What follows belongs to an exercise in optimizing a design on an open flow for small area, a short achievable clock period and few clock cycles per item; a production flow would make more cautious choices.
Function was not checked in any run shown here: the RTL went through the layout flow alone.

## flow/design.v (module list and top-level ports; edited modules follow where they fit)
// module lrg_mul: 1724 lines
// module lehmer_random_generator: 120 lines
// module lrg_next: 36 lines
module lehmer_random_generator (
  input  logic         clk,
  input  logic         rst_n,
  input  logic         in_tvalid,
  output logic         in_tready,
  input  logic [127:0] in_tdata,
  input  logic [1:0]   in_tuser,
  output logic         out_tvalid,
  input  logic         out_tready,
  output logic [63:0]  out_tdata,
  output logic         out_tuser
);
  // ...
==> flow/run.sh <==
#!/bin/bash
# synth_recipe.tcl (not shown) runs the flow's synth.tcl, then flattens the netlist and writes it again
# the make line also repeats each setting of config.mk as NAME=value (left out here)
make -C /OpenROAD-flow-scripts/flow DESIGN_CONFIG=/design/flow/config.mk WORK_HOME=/design/flow/orfs CLKGATE_MAP_FILE= SYNTH_SCRIPT=/design/flow/synth_recipe.tcl finish
==> flow/config.mk <==
export PLATFORM = sky130hd
export DESIGN_NAME = lehmer_random_generator
export DESIGN_NICKNAME = lehmer_random_generator
export VERILOG_FILES = /design/flow/design.v
export SDC_FILE = /design/flow/constraint.sdc
export NUM_CORES = 4
export LEC_CHECK = 0
export CAP_MARGIN = 20
export CORE_MARGIN = 2
export CORE_UTILIZATION = 40
export SLEW_MARGIN = 20
==> flow/constraint.sdc <==
create_clock -name core_clock -period 10.0 [get_ports {clk}]
set_input_delay 2.0000 -clock core_clock [delete_from_list [all_inputs] [get_ports {clk}]]
set_output_delay 2.0000 -clock core_clock [all_outputs]
set_load 0.01 [all_outputs]
==> results.toml, run 1 <==
[run_status]
outcome = "timing/DRC/antenna clean"

[hold_path]
hold_depth = 0
holdCritPathClass = "flop to flop"
min_from = "st3[8]$_DFFE_PN_"

[timing]
slew_violations = 0
rsz0062_at_grt = "false"
setup_violations = 0
fin_tns_setup_ps = 0

[final_layout]
regMostFlops = "od"
layout_common_cells = "inv_1, fa_1, a22oi_1"
fin_util_pct = 44.16
final_cell_area_mm2 = 0.05871
clock_cell_area_share_pct = 2.860

[floorplan]
ioPinCount = 201
die-height_um = 369.5
core-area_mm2 = 0.1330

[routing]
routedWlPerCell_um = 26.67
drt_iter0_markers = 5049
drt-pass1-iter-count = 6
dr_total_vias = 43041

[clock_network]
clk_pin_slew_worst_paths_ps = 60
cts_hold_buf = 0

[yosys]
yosys.area_share.adder_pct = 30.06
synthFlopType = "edfxtp_1"
synth-simple-area-share_pct = 8.409
synth_top_area_cell = "edfxtp_1"
synth-xor-area-share_pct = 12.24
synth.most_common_cell = "inv_1"

[worst_setup_path]
crit_family = "compound AO/OA/AOI/OAI gates"
reg2reg_from = "pa3[7]$_DFFE_PN_"
crit-reg2reg-capture = "od[63]$_SDFFCE_PN0N_"
critPathLaunchType = "flop"

[global_routing]
grtUsageTotal_pct = 27.53

[placed_design]
placed_area_mm2 = 0.05701

[job]
maxCapViolations = 0
==> run 2: changes to the inputs <==
--- a/flow/config.mk
+++ b/flow/config.mk
@@ -9,3 +9,4 @@
 export CORE_MARGIN = 2
 export CORE_UTILIZATION = 40
+export SETUP_SLACK_MARGIN = 5
 export SLEW_MARGIN = 20
==> run 2 against run 1 <==
Still clean. Sequential share of layout area shrank 1.8 points. Cell area grew 9.1%. Setup slack gained 1900 ps. Via count grew 4.4%.
==> results.toml, run 2 <==
[run_status]
outcome = "timing/DRC/antenna clean"

[global_routing]
grt_first_pass_wirelength_um = 299200
grt_max_degree = 81
grt_pass1_vias = 45203
grtUsageTotal_pct = 29.68
antenna_found_initial = 26
gr-total-overflow = 0

[final_layout]
fillers = 12024
area_delta_synth_final_pct = 19.84
largestRegisters = "od: 65 flops, pa3: 63 flops, pb3: 62 flops"
largest_reg_flops = 65
drive_gt1_share_pct = 14.99
mostFrequentLayoutCell = "inv_1"
regMostFlops = "od"
layout_common_cells = "inv_1, fa_1, a22oi_1"
nets = 6630

[yosys]
synth.avg_cell_area_um2 = 9.989
yosys_warnings = 2
async_flop_share_pct = 0
synth_area_leaders = "edfxtp_1, fa_1, ha_1, a22oi_1, xnor2_1"
synthesis.area_mm2 = 0.05343
synthFlopType = "edfxtp_1"
synth.distinct_cells = 99
netlist.area_leader.share_pct = 22.87
ys_seq_elements = 442
synthCells = 5349
synth_edf_count = 407
synth.most_common_cell = "inv_1"
synth_top_area_cell = "edfxtp_1"
syn_nets = 6424
synth-seq-area-share_pct = 24.19
synth_commonest_cells = "inv_1, fa_1, a22oi_1"

[timing]
fin_tns_setup_ps = 0
worst_slew_pin_slew_ps = 989.4
rsz0062_at_grt = "true"
whs_ps = 406.3
finalHoldViolations = 0
clock-skew-final_ps = 40.15
slew_headroom_pct = 34.04
period_share_pct = 68.34
fmax_mhz = 146.3
slew_violations = 0
min_period_ps = 6834
setup_violations = 0

[routing]
viasPerCell = 6.098
drc = 0
drt-pass1-iter-count = 7
routedWlPerCell_um = 27.89
dr_total_vias = 44952
wirelength_um = 205600
ant_nets = 0
drt_iter0_markers = 4903

[worst_setup_path]
crit_path_max_incr_delay_ps = 440
crit_path_top_delay_cell = "a211o_4"
worstPathArrival_ps = 7240
crit_path_end_kind = "flop"
cp_max_fo = 7
critPathLaunchType = "flop"
cp.required_ps = 10400
critPathKind = "flop to flop"

[floorplan]
die-height_um = 369.5
core-area_mm2 = 0.1330
std_cell_rows = 134
dieArea_mm2 = 0.1365
ioPinCount = 201
start_util_pct = 40.19
die_w_um = 369.5

[clock_network]
cts-htree-levels = 2
tritoncts = "built"
clk_pin_slew_worst_paths_ps = 60
cts_buffers = 49
worstSkewPairLatency_ps = 650
cts_buffer_depth = 3
clock_sinks = 442
cts_root_buf = "clkbuf_16"

[placed_design]
post-dp-hpwl_um = 129100
io_buffers = 199
gpl.final_weighted_congestion = 0.9205

[job]
maxCapViolations = 0

[hold_path]
holdCritPathClass = "flop to flop"
-- run 2: cell type report --
| cell class | count | area, µm² | area share [%] |
|---|---|---|---|
| diodes | 8 | 20.02 | 0.03127 |
| clock buffers | 61 | 1301 | 2.032 |
| clock inverters | 31 | 405.4 | 0.6331 |
| inverters | 673 | 2606 | 4.070 |
| multi-input cells | 3865 | 39130 | 61.12 |
| flip-flops and latches | 442 | 13020 | 20.33 |
| well taps | 1768 | 2212 | 3.455 |
| repair buffers | 524 | 5334 | 8.330 |
-- run 2: layer usage --
layer  track usage [%]  vias up  wire (µm)
met5                 0        -        157
met4             16.60       16      14240
met3             10.00      822      25750
met2             45.31     2876      89010
met1             36.71    22239      76430
li1                  -    18999          -
-- run 2: cell families after synthesis --
family	count (synthesis)	synth area share, %
and+or+nand+nor	852	8.409
DFF	442	24.19
muxes	49	0.9414
xor gates and xnor gates	745	12.24
AOI/OAI and AO/OA	1278	16.83
buffers and inverters	1042	7.339
adders and majority gates	941	30.06
-- run 2: through the flow --
step | utilization (%) | setup slack (ps) | std cells | area, µm²
6_report | 48.16 | 3166 | 7372 | 64030
5_1_grt | 48.15 | 2853 | 7366 | 64020
4_1_cts | 47.21 | 3266 | 7308 | 62770
3_5_place_dp | 43.11 | 1944 | 7035 | 57320
3_3_place_gp | 43.11 | 2044 | 7035 | 57320
2_1_floorplan | - | 1270 | 5349 | 53900
-- run 2: path summary, 6_finish.rpt --
kind                                   startpoint                    to  slack, ps  depth (start not counted)
worst max register to register  pb3[16]$_DFFE_PN_  od[61]$_SDFFCE_PN0N_       3170                         28
worst min-delay path             st3[4]$_DFFE_PN_       od[4]$_DFFE_PN_        410                          0
worst max-delay path            pb3[16]$_DFFE_PN_  od[61]$_SDFFCE_PN0N_       3170                         28
worst min register to register   st3[4]$_DFFE_PN_       od[4]$_DFFE_PN_        410                          0
-- run 2: repair_timing --
action                                  4_1_cts  5_1_grt
endpoints found under the setup margin      108       85
pin swaps                                   155       95
gates cloned                                  6        0
hold buffers                                  0        0
resized for setup                           385      161
buffers inserted                            175       56
-- run 2: critical path, delay by kind of cell (launching register included) --
family                   cells  cell delay, ps
AO/OA/AOI/OAI               10            2430
adder cells (fa/ha/maj)      3            1040
flip-flops                   1             430
buffers and inverters        1             180
XOR/XNOR                     3             470
AND/OR/NAND/NOR             11            2020
==> module lehmer_random_generator, before the edit <==
module lehmer_random_generator (
  input  logic         clk,
  input  logic         rst_n,
  input  logic         in_tvalid,
  output logic         in_tready,
  input  logic [127:0] in_tdata,
  input  logic [1:0]   in_tuser,
  output logic         out_tvalid,
  input  logic         out_tready,
  output logic [63:0]  out_tdata,
  output logic         out_tuser
);
  localparam logic [30:0] MOD = lrg_pkg::LRG_MOD;
  logic vo;
  logic adv;
  assign adv = !vo || out_tready;
  assign in_tready = adv;
  logic        v1;
  logic [1:0]  op1;
  logic [31:0] x1;    
  logic [31:0] y1;    
  always_ff @(posedge clk) begin
    if (!rst_n) v1 <= 1'b0;
    else if (adv) v1 <= in_tvalid;
    if (adv) begin
      op1 <= in_tuser;
      x1  <= in_tuser[0] ? in_tdata[94:63] : (in_tuser[1] ? {1'b0, in_tdata[62:32]} : in_tdata[31:0]);
      y1  <= in_tdata[126:95];
    end
  end
  logic [30:0] st;
  logic        bad1, adv_st;
  logic [31:0] mag;
  logic [30:0] seedv;
  logic [30:0] nx;
  assign bad1   = $signed(x1) > $signed(y1);
  assign adv_st = (op1 != lrg_pkg::OP_SEED) && !((op1 == lrg_pkg::OP_RANGE) && bad1);
  assign mag    = x1[31] ? (32'd0 - x1) : x1;
  assign seedv  = (mag >= {1'b0, MOD}) ? 31'(mag - {1'b0, MOD}) : mag[30:0];
  lrg_next u_next (.s(st), .n(nx));
  logic        v2;
  logic [1:0]  op2;
  logic        err2;
  logic [32:0] span1;
  logic [34:0] bx;
  logic [16:0] neg1, one1, two1;
  logic [16:0] neg2, one2, two2;
  assign span1 = {y1[31], y1} - {x1[31], x1} + 33'd1;
  assign bx = {1'b0, span1, 1'b0};
  always_comb begin
    for (int i = 0; i < 17; i++) begin
      neg1[i] = bx[2*i+2];
      one1[i] = bx[2*i+1] ^ bx[2*i];
      two1[i] = (bx[2*i+2] & ~bx[2*i+1] & ~bx[2*i]) | (~bx[2*i+2] & bx[2*i+1] & bx[2*i]);
    end
  end
  logic [31:0] low2;
  always_ff @(posedge clk) begin
    if (!rst_n) begin
      st <= lrg_pkg::LRG_INIT;
      v2 <= 1'b0;
    end else if (adv) begin
      v2 <= v1;
      if (v1) begin
        if (op1 == lrg_pkg::OP_SEED) st <= seedv;
        else if (adv_st) st <= nx;
      end
    end
    if (adv) begin
      op2   <= op1;
      err2  <= (op1 == lrg_pkg::OP_RANGE) && bad1;
      neg2  <= neg1;
      one2  <= one1;
      two2  <= two1;
      low2  <= x1;
    end
  end
  logic [62:0] pa, pb;
  lrg_mul u_mul (.a(st), .neg(neg2), .one(one2), .two(two2), .ca(pa), .cb(pb));
  logic        v3;
  logic        rng3, err3, coin3;
  logic [30:0] st3;
  logic [31:0] low3;
  logic [62:0] pa3, pb3;
  always_ff @(posedge clk) begin
    if (!rst_n) v3 <= 1'b0;
    else if (adv) v3 <= v2;
    if (adv) begin
      rng3  <= (op2 == lrg_pkg::OP_RANGE) && !err2;
      err3  <= err2;
      coin3 <= (op2 == lrg_pkg::OP_BERN) && (st < low2[30:0]);
      st3   <= st;
      low3  <= low2;
      pa3   <= pa;
      pb3   <= pb;
    end
  end
  logic [62:0] x3;
  logic        t3, c3;
  logic [31:0] hl3;
  logic [31:0] rv3;
  assign x3  = pa3 + pb3;
  assign t3  = x3[62] | (&x3[61:0]);
  logic [31:0] lsum;
  assign lsum = {1'b0, x3[30:0]} + {1'b0, x3[61:31]} + 32'd1 + {31'd0, t3};
  assign c3  = lsum[31];
  assign hl3 = x3[62:31] + low3 + {31'd0, t3};
  assign rv3 = c3 ? (hl3 + 32'd1) : hl3;
  logic [64:0] res;
  assign res = {err3, rng3 ? rv3 : 32'd0, coin3, st3};
  logic [64:0] od;
  always_ff @(posedge clk) begin
    if (!rst_n) vo <= 1'b0;
    else if (adv) vo <= v3;
    if (adv) od <= res;
  end
  assign out_tvalid = vo;
  assign out_tdata  = od[63:0];
  assign out_tuser  = od[64];
endmodule
==> module lrg_next, before the edit <==
module lrg_next (
  input  logic [30:0] s,
  output logic [30:0] n
);
  logic [30:0] t0, t1, t2, t3, t4, t5;
  assign t0 = {s[14:0], s[30:15]};
  assign t1 = ~{s[16:0], s[30:17]};
  assign t2 = ~{s[20:0], s[30:21]};
  assign t3 = {s[23:0], s[30:24]};
  assign t4 = {s[26:0], s[30:27]};
  assign t5 = ~s;
  logic [30:0] s1, c1, s2, c2, s3, c3, s4, c4, m1, m2, m3, m4;
  always_comb begin
    s1 = t0 ^ t1 ^ t2;
    m1 = (t0 & t1) | (t0 & t2) | (t1 & t2);
    c1 = {m1[29:0], m1[30]};
    s2 = t3 ^ t4 ^ t5;
    m2 = (t3 & t4) | (t3 & t5) | (t4 & t5);
    c2 = {m2[29:0], m2[30]};
    s3 = s1 ^ c1 ^ s2;
    m3 = (s1 & c1) | (s1 & s2) | (c1 & s2);
    c3 = {m3[29:0], m3[30]};
    s4 = s3 ^ c3 ^ c2;
    m4 = (s3 & c3) | (s3 & c2) | (c3 & c2);
    c4 = {m4[29:0], m4[30]};
  end
  logic [31:0] sum0, sum1;
  logic [30:0] r;
  assign sum0 = {1'b0, s4} + {1'b0, c4};
  assign sum1 = {1'b0, s4} + {1'b0, c4} + 32'd1;
  assign r    = sum0[31] ? sum1[30:0] : sum0[30:0];
  localparam logic [30:0] MODV = 31'h7FFF_FFFF;
  logic zero;
  assign zero = (s == 31'd0) || (s == MODV);
  assign n = zero ? MODV : r;
endmodule
==> run 3: changes to the inputs <==
--- a/flow/design.v
+++ b/flow/design.v
@@ -1766,21 +1766,25 @@
     end
   end
-  logic [30:0] st;
-  logic        bad1, adv_st;
+  logic [30:0] st;      
+  logic [30:0] stm;     
+  logic        bad1, ld_seed, ld_next;
   logic [31:0] mag;
   logic [30:0] seedv;
   logic [30:0] nx;
-  assign bad1   = $signed(x1) > $signed(y1);
-  assign adv_st = (op1 != lrg_pkg::OP_SEED) && !((op1 == lrg_pkg::OP_RANGE) && bad1);
-  assign mag    = x1[31] ? (32'd0 - x1) : x1;
-  assign seedv  = (mag >= {1'b0, MOD}) ? 31'(mag - {1'b0, MOD}) : mag[30:0];
+  logic [30:0] st_nxt;
+  assign bad1    = $signed(x1) > $signed(y1);
+  assign ld_seed = v1 && (op1 == lrg_pkg::OP_SEED);
+  assign ld_next = v1 && (op1 != lrg_pkg::OP_SEED) && !((op1 == lrg_pkg::OP_RANGE) && bad1);
+  assign mag     = x1[31] ? (32'd0 - x1) : x1;
+  assign seedv   = (mag >= {1'b0, MOD}) ? 31'(mag - {1'b0, MOD}) : mag[30:0];
   lrg_next u_next (.s(st), .n(nx));
-  logic        v2;
-  logic [1:0]  op2;
-  logic        err2;
+  always_comb begin
+    if (ld_seed)      st_nxt = seedv;
+    else if (ld_next) st_nxt = nx;
+    else              st_nxt = st;
+  end
   logic [32:0] span1;
   logic [34:0] bx;
   logic [16:0] neg1, one1, two1;
-  logic [16:0] neg2, one2, two2;
   assign span1 = {y1[31], y1} - {x1[31], x1} + 33'd1;
   assign bx = {1'b0, span1, 1'b0};
@@ -1792,27 +1796,29 @@
     end
   end
+  logic        v2;
+  logic [1:0]  op2;
+  logic        err2;
+  logic [16:0] neg2, one2, two2;
   logic [31:0] low2;
   always_ff @(posedge clk) begin
     if (!rst_n) begin
-      st <= lrg_pkg::LRG_INIT;
-      v2 <= 1'b0;
+      st  <= lrg_pkg::LRG_INIT;
+      v2  <= 1'b0;
     end else if (adv) begin
-      v2 <= v1;
-      if (v1) begin
-        if (op1 == lrg_pkg::OP_SEED) st <= seedv;
-        else if (adv_st) st <= nx;
-      end
+      st  <= st_nxt;
+      v2  <= v1;
     end
     if (adv) begin
-      op2   <= op1;
-      err2  <= (op1 == lrg_pkg::OP_RANGE) && bad1;
-      neg2  <= neg1;
-      one2  <= one1;
-      two2  <= two1;
-      low2  <= x1;
+      stm  <= st_nxt;
+      op2  <= op1;
+      err2 <= (op1 == lrg_pkg::OP_RANGE) && bad1;
+      neg2 <= neg1;
+      one2 <= one1;
+      two2 <= two1;
+      low2 <= x1;
     end
   end
   logic [62:0] pa, pb;
-  lrg_mul u_mul (.a(st), .neg(neg2), .one(one2), .two(two2), .ca(pa), .cb(pb));
+  lrg_mul u_mul (.a(stm), .neg(neg2), .one(one2), .two(two2), .ca(pa), .cb(pb));
   logic        v3;
   logic        rng3, err3, coin3;
@@ -1826,6 +1832,6 @@
       rng3  <= (op2 == lrg_pkg::OP_RANGE) && !err2;
       err3  <= err2;
-      coin3 <= (op2 == lrg_pkg::OP_BERN) && (st < low2[30:0]);
-      st3   <= st;
+      coin3 <= (op2 == lrg_pkg::OP_BERN) && (stm < low2[30:0]);
+      st3   <= stm;
       low3  <= low2;
       pa3   <= pa;
@@ -1834,20 +1840,50 @@
   end
   logic [62:0] x3;
-  logic        t3, c3;
-  logic [31:0] hl3;
-  logic [31:0] rv3;
-  assign x3  = pa3 + pb3;
-  assign t3  = x3[62] | (&x3[61:0]);
-  logic [31:0] lsum;
-  assign lsum = {1'b0, x3[30:0]} + {1'b0, x3[61:31]} + 32'd1 + {31'd0, t3};
-  assign c3  = lsum[31];
-  assign hl3 = x3[62:31] + low3 + {31'd0, t3};
-  assign rv3 = c3 ? (hl3 + 32'd1) : hl3;
+  logic [30:0] lo_sum;
+  logic        lo_cy;
+  logic [31:0] hu0, hu1;
+  assign x3 = pa3 + pb3;
+  assign {lo_cy, lo_sum} = {1'b0, pa3[30:0]} + {1'b0, pb3[30:0]};
+  assign hu0 = pa3[62:31] + pb3[62:31] + low3;
+  assign hu1 = hu0 + 32'd1;
+  logic        v4;
+  logic        rng4, err4, coin4;
+  logic [30:0] st4;
+  logic [62:0] x4;
+  logic [31:0] hl4;
+  always_ff @(posedge clk) begin
+    if (!rst_n) v4 <= 1'b0;
+    else if (adv) v4 <= v3;
+    if (adv) begin
+      rng4  <= rng3;
+      err4  <= err3;
+      coin4 <= coin3;
+      st4   <= st3;
+      x4    <= x3;
+      hl4   <= lo_cy ? hu1 : hu0;
+    end
+  end
+  logic        t4, ca4, cb4, c4;
+  logic [31:0] sa4, sb4;
+  logic [31:0] rv4;
+  assign t4  = x4[62] | (&x4[61:0]);
+  assign sa4 = {1'b0, x4[30:0]} + {1'b0, x4[61:31]} + 32'd1;
+  assign sb4 = {1'b0, x4[30:0]} + {1'b0, x4[61:31]} + 32'd2;
+  assign ca4 = sa4[31];
+  assign cb4 = sb4[31];
+  assign c4  = t4 ? cb4 : ca4;
+  always_comb begin
+    case ({t4, c4})
+      2'b00:   rv4 = hl4;
+      2'b11:   rv4 = hl4 + 32'd2;
+      default: rv4 = hl4 + 32'd1;
+    endcase
+  end
   logic [64:0] res;
-  assign res = {err3, rng3 ? rv3 : 32'd0, coin3, st3};
+  assign res = {err4, rng4 ? rv4 : 32'd0, coin4, st4};
   logic [64:0] od;
   always_ff @(posedge clk) begin
     if (!rst_n) vo <= 1'b0;
-    else if (adv) vo <= v3;
+    else if (adv) vo <= v4;
     if (adv) od <= res;
   end
@@ -1860,4 +1896,5 @@
   output logic [30:0] n
 );
+  localparam logic [30:0] MODV = 31'h7FFF_FFFF;
   logic [30:0] t0, t1, t2, t3, t4, t5;
   assign t0 = {s[14:0], s[30:15]};
@@ -1882,12 +1919,26 @@
     c4 = {m4[29:0], m4[30]};
   end
-  logic [31:0] sum0, sum1;
-  logic [30:0] r;
-  assign sum0 = {1'b0, s4} + {1'b0, c4};
-  assign sum1 = {1'b0, s4} + {1'b0, c4} + 32'd1;
-  assign r    = sum0[31] ? sum1[30:0] : sum0[30:0];
-  localparam logic [30:0] MODV = 31'h7FFF_FFFF;
+  logic [30:0] g, p, gg, pp, gn, pn, ci, r;
+  always_comb begin
+    g  = s4 & c4;
+    p  = s4 ^ c4;
+    gg = g;
+    pp = p;
+    for (int d = 1; d < 31; d = d * 2) begin
+      gn = gg;
+      pn = pp;
+      for (int i = d; i < 31; i++) begin
+        gn[i] = gg[i] | (pp[i] & gg[i-d]);
+        pn[i] = pp[i] & pp[i-d];
+      end
+      gg = gn;
+      pp = pn;
+    end
+    ci[0] = gg[30];
+    for (int i = 1; i < 31; i++) ci[i] = gg[i-1] | (pp[i-1] & gg[30]);
+    r = p ^ ci;
+  end
   logic zero;
   assign zero = (s == 31'd0) || (s == MODV);
-  assign n = zero ? MODV : r;
+  assign n = r | {31{zero}};
 endmodule
--- a/flow/config.mk
+++ b/flow/config.mk
@@ -9,4 +9,3 @@
 export CORE_MARGIN = 2
 export CORE_UTILIZATION = 40
-export SETUP_SLACK_MARGIN = 5
 export SLEW_MARGIN = 20
==> run 3 against run 2 <==
Still clean on timing, DRC and antenna. Synthesized area increased by 13%. Wire length decreased by 0.80%. Global-route usage decreased by 3.3 points. Clock skew increased by 2.1 ps. Count of clock-buffer cells in the layout increased by 32. Sequential share of layout area increased by 6.3 points. Critical path depth decreased by 9. Register-to-register slack got worse by 630 ps. Die area increased by 13%. Hold slack improved by 6.0 ps. Setup slack got worse by 630 ps.
==> results.toml, run 3 <==
[yosys]
yosys_warnings = 2
synth_area_leaders = "edfxtp_1, fa_1, ha_1, a22oi_1, xor2_1"
syn_nets = 7015
synth_edf_count = 567
netlist.area_leader.share_pct = 28.15
synth_top_area_cell = "edfxtp_1"
ys_seq_elements = 603
async_flop_share_pct = 0
synth.distinct_cells = 85
synth.avg_cell_area_um2 = 10.18
synthesis.area_mm2 = 0.06048
synthFlopType = "edfxtp_1"
synth_commonest_cells = "inv_1, fa_1, edfxtp_1"
synth.most_common_cell = "inv_1"
synthCells = 5938
synth-seq-area-share_pct = 29.35

[final_layout]
fillers = 14282
largest_reg_flops = 65
regMostFlops = "od"
regArea_mm2 = 0.01775
largestRegisters = "od: 65 flops, pa3: 63 flops, x4: 63 flops"
mostFrequentLayoutCell = "inv_1"
area_delta_synth_final_pct = 10.22
multi_input_area_mm2 = 0.03845
nets = 6999
final_cell_area_mm2 = 0.06666
drive_gt1_share_pct = 4.383
layout_common_cells = "inv_1, fa_1, edfxtp_1"

[global_routing]
grt_pass1_vias = 48109
antenna_found_initial = 7
gr-total-overflow = 0
grtUsageTotal_pct = 26.33
grt_first_pass_wirelength_um = 304300
grt_max_degree = 82

[placed_design]
pre_cts_ws_ps = 2632
post-dp-hpwl_um = 140500
gpl.final_weighted_congestion = 0.9401
io_buffers = 199
placed_area_mm2 = 0.06430

[clock_network]
cts_buffers = 71
worstSkewPairLatency_ps = 710
cts_buffer_depth = 3
clock_sinks = 603
tritoncts = "built"
cts-htree-levels = 3
cts_hold_buf = 0
post_cts_buffers = 0
cts_root_buf = "clkbuf_16"
clk_pin_slew_worst_paths_ps = 60
cts_resized = 0

[timing]
setup_ws_ps = 2531
rsz0062_at_grt = "false"
slew_violations = 0
finalHoldViolations = 0
min_period_ps = 7469
setup_violations = 0
clock-skew-final_ps = 42.20
slew_headroom_pct = 21.46
fmax_mhz = 133.9
fin_tns_setup_ps = 0
period_share_pct = 74.69
worst_slew_pin_slew_ps = 1163

[job]
maxCapViolations = 0

[floorplan]
std_cell_rows = 142
die-height_um = 392.8
ioPinCount = 201
core-area_mm2 = 0.1500
die_w_um = 392.8
start_util_pct = 40.33
dieArea_mm2 = 0.1543

[routing]
routedWlPerCell_um = 25.49
ant_nets = 0
wirelength_um = 203900
viasPerCell = 5.902
drt-pass1-iter-count = 8
dr_total_vias = 47218
drc = 0
drt_iter0_markers = 4992

[worst_setup_path]
crit_path_max_incr_delay_ps = 860
reg2reg_slack_ps = 2530
critPathLaunchType = "flop"
cp_max_fo = 7
worstPathArrival_ps = 7910
crit_chain = "inv_1, fa_1, inv_1, fa_1, inv_1, fa_1, ha_1, a21oi_1, o21ai_0, a221oi_1, o21a_1, o221ai_1, o21ai_0, nand2_1, a31o_2, o41ai_1, xnor2_1, o22ai_1, nand2_1"
crit_path_top_delay_cell = "a221oi_1"
crit_path_end_kind = "flop"
critPathKind = "flop to flop"
cp.required_ps = 10440

[hold_path]
holdCritPathClass = "flop to flop"

[run_status]
outcome = "timing/DRC/antenna clean"
## run 3: cell count changes in the layout (fill, tap and decap cells not counted), moves of 42 or more
cell,delta
buf_6,-47
buf_4,-120
edfxtp_1,+160
a21oi_1,+64
nand2_1,+57
o21ai_0,+69
nor3_1,+42
nor2_1,+104
inv_1,+92
## run 3: layout make-up
type	instances	area share, %
repair buffers	306	4.178
clock inverters	36	0.5744
diodes	6	0.02253
flip-flops and latches	603	26.63
well taps	2016	3.784
clock buffers	93	2.932
inverters	744	4.201
multi-input cells	4196	57.68
## run 3: critical path: cells and delay by family (launching register included)
kind,cells,cell delay (ps)
AOI/OAI and AO/OA,9,3580
buffers and inverters,3,430
adders and majority gates,4,1880
DFF,1,740
xor gates and xnor gates,1,130
and+or+nand+nor,2,430
## run 3: per-stage QoR
stage | instances | hold WS, ps | util [%]
4_1_cts | 7994 | 415.3 | 44.44
3_3_place_gp | 7865 | 402.1 | 42.88
6_report | 8000 | 412.3 | 44.45
2_1_floorplan | 5938 | 400.3 | -
5_1_grt | 7996 | 421.2 | 44.44
3_5_place_dp | 7865 | 404.5 | 42.88
## run 3: routing by layer
layer  routed length [µm]  GRT usage [%]
met4                11180          12.60
met2                91210          41.17
met5                   67         0.2233
met1                78700          32.71
met3                22800          8.694
## run 3: path summary, 6_finish.rpt
check / startpoint / endpoint / depth (start not counted)
max reg2reg: st[24]$_SDFFE_PN1P_ / stm[18]$_DFFE_PP_ / 19
max: st[24]$_SDFFE_PN1P_ / stm[18]$_DFFE_PP_ / 19
min reg2reg: err3$_DFFE_PP_ / err4$_DFFE_PP_ / 0
min: err3$_DFFE_PP_ / err4$_DFFE_PP_ / 0
## run 3: logic make-up (layout without fill, tap and decap cells)
group                      after synthesis  count (layout)  synth area share [%]
AOI/OAI and AO/OA                     1434            1434                 16.41
buffers and inverters                 1139            1179                 7.092
and+or+nand+nor                       1005            1005                 8.183
adders and majority gates              943             943                 26.98
xor gates and xnor gates               749             749                 10.88
DFF                                    603             603                 29.35
muxes                                   65              65                 1.101
other                                    0               6                     0

-- port drivers added, routing unchanged --
Ports are ideal in the flow. The routed layouts listed here were re-timed in OpenROAD.
Step 1 assumes that a clkbuf_16 drives the clock port and a buf_2 every other input.
Step 2 moves the port delays by t, midway between the first and last clock arrival at a register: inputs arrive t later, outputs are due t later. That takes back most of the time a late clock gives input paths.
Three values: ideal, step 1, step 2; two values: the first two.
| run | shift t [ns] | slack for setup (ns) | slew at the worst register clock pin (ns) | worst slew at a driven data input, ns |
|---|---|---|---|---|
| run 1 | 0.701 | 1.299 / 1.299 / 1.299 | 0.07 / 0.07 | 0.05 |
| run 2 | 0.714 | 3.166 / 3.166 / 3.166 | 0.07 / 0.07 | 0.07 |
| run 3 | 0.780 | 2.531 / 2.531 / 2.531 | 0.06 / 0.06 | 0.16 |
After both steps every run listed still meets setup and hold.
